Source: an optimization exercise on an open RTL-to-GDS flow (aim: small area, a short achievable clock period and few clock cycles per item). Production flows keep margins and buffers that such runs may drop.
Only simulation tests tie the RTL to the original design; equivalence was not proved.
Power figures rest on the tool's default switching activity, not on a simulated workload. The clock port is modelled as an ideal driver; clocking choices that lean on that would not hold on a real chip.

rev 12:
==> flow/design.v <==
module cobs_sample_framer #(
  parameter int SAMPLES_PER_FRAME = 63
) (
  input  logic        clk,
  input  logic        rst,
  input  logic [31:0] s_tdata,
  input  logic        s_tvalid,
  output logic        s_tready,
  output logic [7:0]  m_tdata,
  output logic        m_tvalid,
  input  logic        m_tready
);
  localparam int FB = 4 * SAMPLES_PER_FRAME;   
  localparam int NS = FB + 2;                  
  localparam int SD = FB;                      
  localparam int SC = FB + 1;                  
  localparam int SW = 8;                       
  localparam int TL = 6;                       
  localparam int TN = 1 << TL;                 
  localparam int KW = TN - 3;                  
  localparam int KA = NS - 2 - KW;             
  localparam int DA = NS - KA;                 
  localparam int K  = 2;                       
  logic [8*NS-1:0] ring;
  logic [SW-1:0]   s_q, s_d;        
  logic [7:0]      in_byte;
  logic [7:0]      wbyte;
  logic            wen;
  logic [SW-1:0]   wb_q, wb_d;      
  logic            ahd_q, ahd_d;    
  logic            wok_q, wok_d;    
  logic            srdy_q, srdy_d;
  logic [5:0]      run_q, run_d;    
  logic [SW-1:0]   rs_q, rs_d;      
  logic [SW-1:0]   dl_q, dl_d;      
  logic            al_q, al_d;      
  logic            ok_q, ok_d;      
  logic            nf_q, nf_d;      
  logic [7:0]      ob_q, ob_d;      
  logic            sc_q, sc_d;      
  logic [7:0]      sn_q, sn_d;      
  logic            lk_q, lk_d;      
  logic [7:0]      fd_q [K];
  logic [7:0]      fd_d [K];
  logic [K-1:0]    fv_q, fv_d;      
  logic            take;            
  logic            pop;
  assign s_tready = srdy_q;
  assign m_tdata  = fd_q[0];
  assign m_tvalid = fv_q[0];
  assign in_byte = s_tdata[{wb_q[1:0], 3'b000} +: 8];
  assign wen     = wok_q && s_tvalid;
  assign wbyte   = (s_q == SW'(SD)) ? 8'h00 : (wen ? in_byte : ring[7:0]);
  assign take    = ok_q && !fv_q[K-1];
  assign pop     = fv_q[0] && m_tready;
  logic [TN-1:0] leaf;
  always_comb begin
    leaf = '0;
    for (int d = 1; d <= KW; d++) leaf[d] = (ring[8*(KA+1+d) +: 8] == 8'h00);
  end
  genvar l, n;
  generate
    for (l = 0; l <= TL; l++) begin : lv
      logic [(TN >> l)-1:0] v;
      logic [(l > 0 ? l : 1)-1:0] ix [TN >> l];
      if (l == 0) begin : g0
        assign v = leaf;
        for (n = 0; n < TN; n++) begin : gn
          assign ix[n] = 1'b0;
        end
      end else begin : gl
        for (n = 0; n < (TN >> l); n++) begin : gn
          assign v[n] = lv[l-1].v[2*n] | lv[l-1].v[2*n+1];
          if (l == 1) begin : g1
            assign ix[n] = !lv[l-1].v[2*n];
          end else begin : g2
            assign ix[n] = lv[l-1].v[2*n] ? {1'b0, lv[l-1].ix[2*n]} : {1'b1, lv[l-1].ix[2*n+1]};
          end
        end
      end
    end
  endgenerate
  logic [SW-1:0] wb_w [2];          
  logic          ah_w [2];
  logic          wk_w [2];
  logic          sr_w [2];
  always_comb begin
    logic [SW-1:0] rsn, wbn;
    logic          ahn;
    logic          is_sc, is_sd, ncode, wrt, fnd, zf;
    logic [7:0]    byt, cod, sn;
    s_d   = (s_q == SW'(NS - 1)) ? '0 : s_q + SW'(1);
    run_d = (wen || s_q >= SW'(SD)) ? ((run_q == 6'h3f) ? run_q : run_q + 6'd1) : 6'd0;
    rsn  = (rs_q == SW'(NS - 1)) ? '0 : rs_q + SW'(1);
    rs_d = take ? rsn : rs_q;
    dl_d = take ? dl_q : ((dl_q == '0) ? SW'(NS - 1) : dl_q - SW'(1));
    al_d = take || (dl_q == SW'(KA + 1));
    is_sc = take ? (rs_q == SW'(SC - 1)) : (rs_q == SW'(SC));
    is_sd = take ? (rs_q == SW'(SD - 1)) : (rs_q == SW'(SD));
    sn   = sc_q ? sn_q : 8'(NS - 1 - KA);
    sc_d = 1'b0;
    sn_d = sn_q;
    lk_d = lk_q && !take;
    if (sc_q || (al_q && nf_q && !lk_q)) begin
      if (ahd_q || run_q != 6'd0) begin
        if (ring[8*(NS-1) +: 8] == 8'h00) begin
          lk_d = 1'b1;
          sn_d = sn;
        end else begin
          sc_d = 1'b1;
          sn_d = sn + 8'd1;
        end
      end
    end
    ahn = ahd_q && !(take && rs_q == SW'(SD));
    for (int w = 0; w < 2; w++) begin
      wbn = wb_q;
      if (w == 1) wbn = (wb_q == SW'(FB - 1)) ? SW'(SD) : wb_q + SW'(1);
      wb_w[w] = wbn;
      ah_w[w] = ahn;
      if (wbn == SW'(SD) && !ahn) begin
        wb_w[w] = '0;
        ah_w[w] = 1'b1;
      end
    end
    wb_d  = wen ? wb_w[1] : wb_w[0];
    ahd_d = wen ? ah_w[1] : ah_w[0];
    byt   = ring[8*(KA+1) +: 8];
    zf    = (byt == 8'h00);
    cod   = 8'(lv[TL].ix[0]);
    fnd   = lv[TL].v[0];
    wrt   = ahd_d || (run_d >= 6'(DA));
    ncode = is_sc || (zf && !is_sd);
    ob_d  = ncode ? (lk_d ? sn_d : cod) : byt;
    ok_d  = al_d && wrt && (!ncode || fnd || lk_d);
    nf_d  = al_d && wrt && ncode && !fnd && !lk_d;
    fv_d = fv_q;
    for (int i = 0; i < K; i++) fd_d[i] = fd_q[i];
    if (pop) begin
      for (int i = 0; i < K - 1; i++) fd_d[i] = fd_q[i + 1];
      fv_d = fv_q >> 1;
    end
    if (take) begin
      if (!fv_d[0]) fd_d[0] = ob_q;
      for (int i = 1; i < K; i++)
        if (!fv_d[i] && fv_d[i - 1]) fd_d[i] = ob_q;
      fv_d = {fv_d[K-2:0], 1'b1};
    end
    for (int w = 0; w < 2; w++) begin
      wk_w[w] = (s_d == wb_w[w]) && (wb_w[w] != SW'(SD)) &&
                (!ah_w[w] || (rs_d != SW'(SC) && wb_w[w] != rs_d));
      sr_w[w] = wk_w[w] && (wb_w[w][1:0] == 2'd3);
    end
    wok_d  = wen ? wk_w[1] : wk_w[0];
    srdy_d = wen ? sr_w[1] : sr_w[0];
  end
  always_ff @(posedge clk) begin
    ring <= {wbyte, ring[8*NS-1:8]};
    ob_q <= ob_d;
    sn_q <= sn_d;
    for (int i = 0; i < K; i++) fd_q[i] <= fd_d[i];
    if (rst) begin
      s_q    <= '0;
      wb_q   <= '0;
      ahd_q  <= 1'b0;
      wok_q  <= 1'b1;
      srdy_q <= 1'b0;
      run_q  <= 6'd1;
      rs_q   <= SW'(SC);
      dl_q   <= SW'(SC);
      al_q   <= 1'b0;
      ok_q   <= 1'b0;
      nf_q   <= 1'b0;
      sc_q   <= 1'b0;
      lk_q   <= 1'b0;
      fv_q   <= '0;
    end else begin
      s_q    <= s_d;
      wb_q   <= wb_d;
      ahd_q  <= ahd_d;
      wok_q  <= wok_d;
      srdy_q <= srdy_d;
      run_q  <= run_d;
      rs_q   <= rs_d;
      dl_q   <= dl_d;
      al_q   <= al_d;
      ok_q   <= ok_d;
      nf_q   <= nf_d;
      sc_q   <= sc_d;
      lk_q   <= lk_d;
      fv_q   <= fv_d;
    end
  end
endmodule
==> flow/config.mk <==
export PLATFORM = sky130hd
export DESIGN_NAME = cobs_sample_framer
export DESIGN_NICKNAME = cobs_sample_framer
export VERILOG_FILES = /design/flow/design.v
export SDC_FILE = /design/flow/constraint.sdc
export NUM_CORES = 4
export LEC_CHECK = 0
export CAP_MARGIN = 20
export CORE_MARGIN = 2
export CORE_UTILIZATION = 60
export CTS_BUF_LIST = sky130_fd_sc_hd__clkbuf_16
export CTS_CLUSTER_DIAMETER = 100
export CTS_CLUSTER_SIZE = 30
export SLEW_MARGIN = 20
==> flow/constraint.sdc <==
create_clock -name core_clock -period 8.0 [get_ports {clk}]
set_input_delay 1.6000 -clock core_clock [delete_from_list [all_inputs] [get_ports {clk}]]
set_output_delay 1.6000 -clock core_clock [all_outputs]
set_load 0.01 [all_outputs]
standard.sh (not shown) runs the stock make flow with config.mk's settings and CLKGATE_MAP_FILE= SYNTH_SCRIPT=/design/flow/synth_recipe.tcl, a recipe that flattens the netlist after the stock synthesis.
==> flow/flow/run.sh <==
#!/bin/bash
set -euo pipefail
bash standard.sh SETUP_SLACK_MARGIN=5.3 \
  "CTS_ARGS=-sink_clustering_enable -repair_clock_nets -sink_clustering_size 30 -sink_clustering_max_diameter 100 -buf_list sky130_fd_sc_hd__clkbuf_16 -dont_use_dummy_load" \
  finish > layout.log 2>&1
Testbench counts of rev 12, summed over its fixed seeds: cycles 16,760, samples 4,032.
> inputs changed (rev 12 -> rev 13)
--- a/flow/design.v
+++ b/flow/design.v
@@ -38,10 +38,11 @@
   logic            nf_q, nf_d;      
   logic [7:0]      ob_q, ob_d;      
   logic            sc_q, sc_d;      
   logic [7:0]      sn_q, sn_d;      
   logic            lk_q, lk_d;      
+  logic [7:0]      lc_q, lc_d;      
   logic [7:0]      fd_q [K];
   logic [7:0]      fd_d [K];
   logic [K-1:0]    fv_q, fv_d;      
   logic            take;            
   logic            pop;
@@ -99,15 +100,16 @@
     is_sd = take ? (rs_q == SW'(SD - 1)) : (rs_q == SW'(SD));
     sn   = sc_q ? sn_q : 8'(NS - 1 - KA);
     sc_d = 1'b0;
     sn_d = sn_q;
     lk_d = lk_q && !take;
+    lc_d = lc_q;
     if (sc_q || (al_q && nf_q && !lk_q)) begin
       if (ahd_q || run_q != 6'd0) begin
         if (ring[8*(NS-1) +: 8] == 8'h00) begin
           lk_d = 1'b1;
-          sn_d = sn;
+          lc_d = sn;
         end else begin
           sc_d = 1'b1;
           sn_d = sn + 8'd1;
         end
       end
@@ -129,11 +131,11 @@
     zf    = (byt == 8'h00);
     cod   = 8'(lv[TL].ix[0]);
     fnd   = lv[TL].v[0];
     wrt   = ahd_d || (run_d >= 6'(DA));
     ncode = is_sc || (zf && !is_sd);
-    ob_d  = ncode ? (lk_d ? sn_d : cod) : byt;
+    ob_d  = ncode ? (lk_d ? lc_d : cod) : byt;
     ok_d  = al_d && wrt && (!ncode || fnd || lk_d);
     nf_d  = al_d && wrt && ncode && !fnd && !lk_d;
     fv_d = fv_q;
     for (int i = 0; i < K; i++) fd_d[i] = fd_q[i];
     if (pop) begin
@@ -156,10 +158,11 @@
   end
   always_ff @(posedge clk) begin
     ring <= {wbyte, ring[8*NS-1:8]};
     ob_q <= ob_d;
     sn_q <= sn_d;
+    lc_q <= lc_d;
     for (int i = 0; i < K; i++) fd_q[i] <= fd_d[i];
     if (rst) begin
       s_q    <= '0;
       wb_q   <= '0;
       ahd_q  <= 1'b0;
[summary]
- Power: rev 13 draws more than rev 12
- [diff] wire length, rev 13 relative to rev 12: regression
- Rev 13 gives more number of sequential cells than rev 12 did.
- Of rev 12 and rev 13, the higher synthesized instance count belongs to rev 13.
- Post-route clock period utilization for rev 13 is higher than for rev 12.
- On number of nets in the finished design: rev 13 sits above rev 12.
- Status: share of the synthesized netlist area taken by xor and xnor gates parity (rev 12, rev 13)
- Looking at met3 routed wirelength, rev 13 sits about 30% higher than rev 12 does.
- Area of the placeable core of rev 13 exceeds that of rev 12 slightly.
- The die area number comes out higher for rev 13 vs rev 12.
- Looking only at total vias in the final route, and setting everything else aside, the lower value of rev 12 and rev 13 goes to rev 12.
- Diff rev 12 -> rev 13 | synthesized area | up slightly
Testbench counts of rev 13, summed over its fixed seeds: cycles 16,760, samples 4,032.

[re-timing with driven ports]
The flow's constraints put no driver on any port. The routed layouts listed below were extracted and timed again, unchanged, in two steps.
Step 1 assumes that a clkbuf_16 drives the clock port and a buf_2 every other input.
Step 2 also shifts input and output timing later by t, the mid clock arrival at the registers, as if the neighbouring blocks saw the same clock.
Slacks: ideal ports / drivers / drivers and shift; pairs: ideal ports / drivers.
run	shift t [ns]	slack for setup (ns)	clock arrival spread, ns
rev 12	0.690	5.289 / 5.224 / 4.708	0.056 / 0.055
rev 13	0.689	5.262 / 5.194 / 4.595	0.082 / 0.082
After both steps setup and hold are still met in every run listed. For rev 13, which loses most, drivers alone change the setup slack by -0.068 ns; drivers and shift together by -0.667 ns.
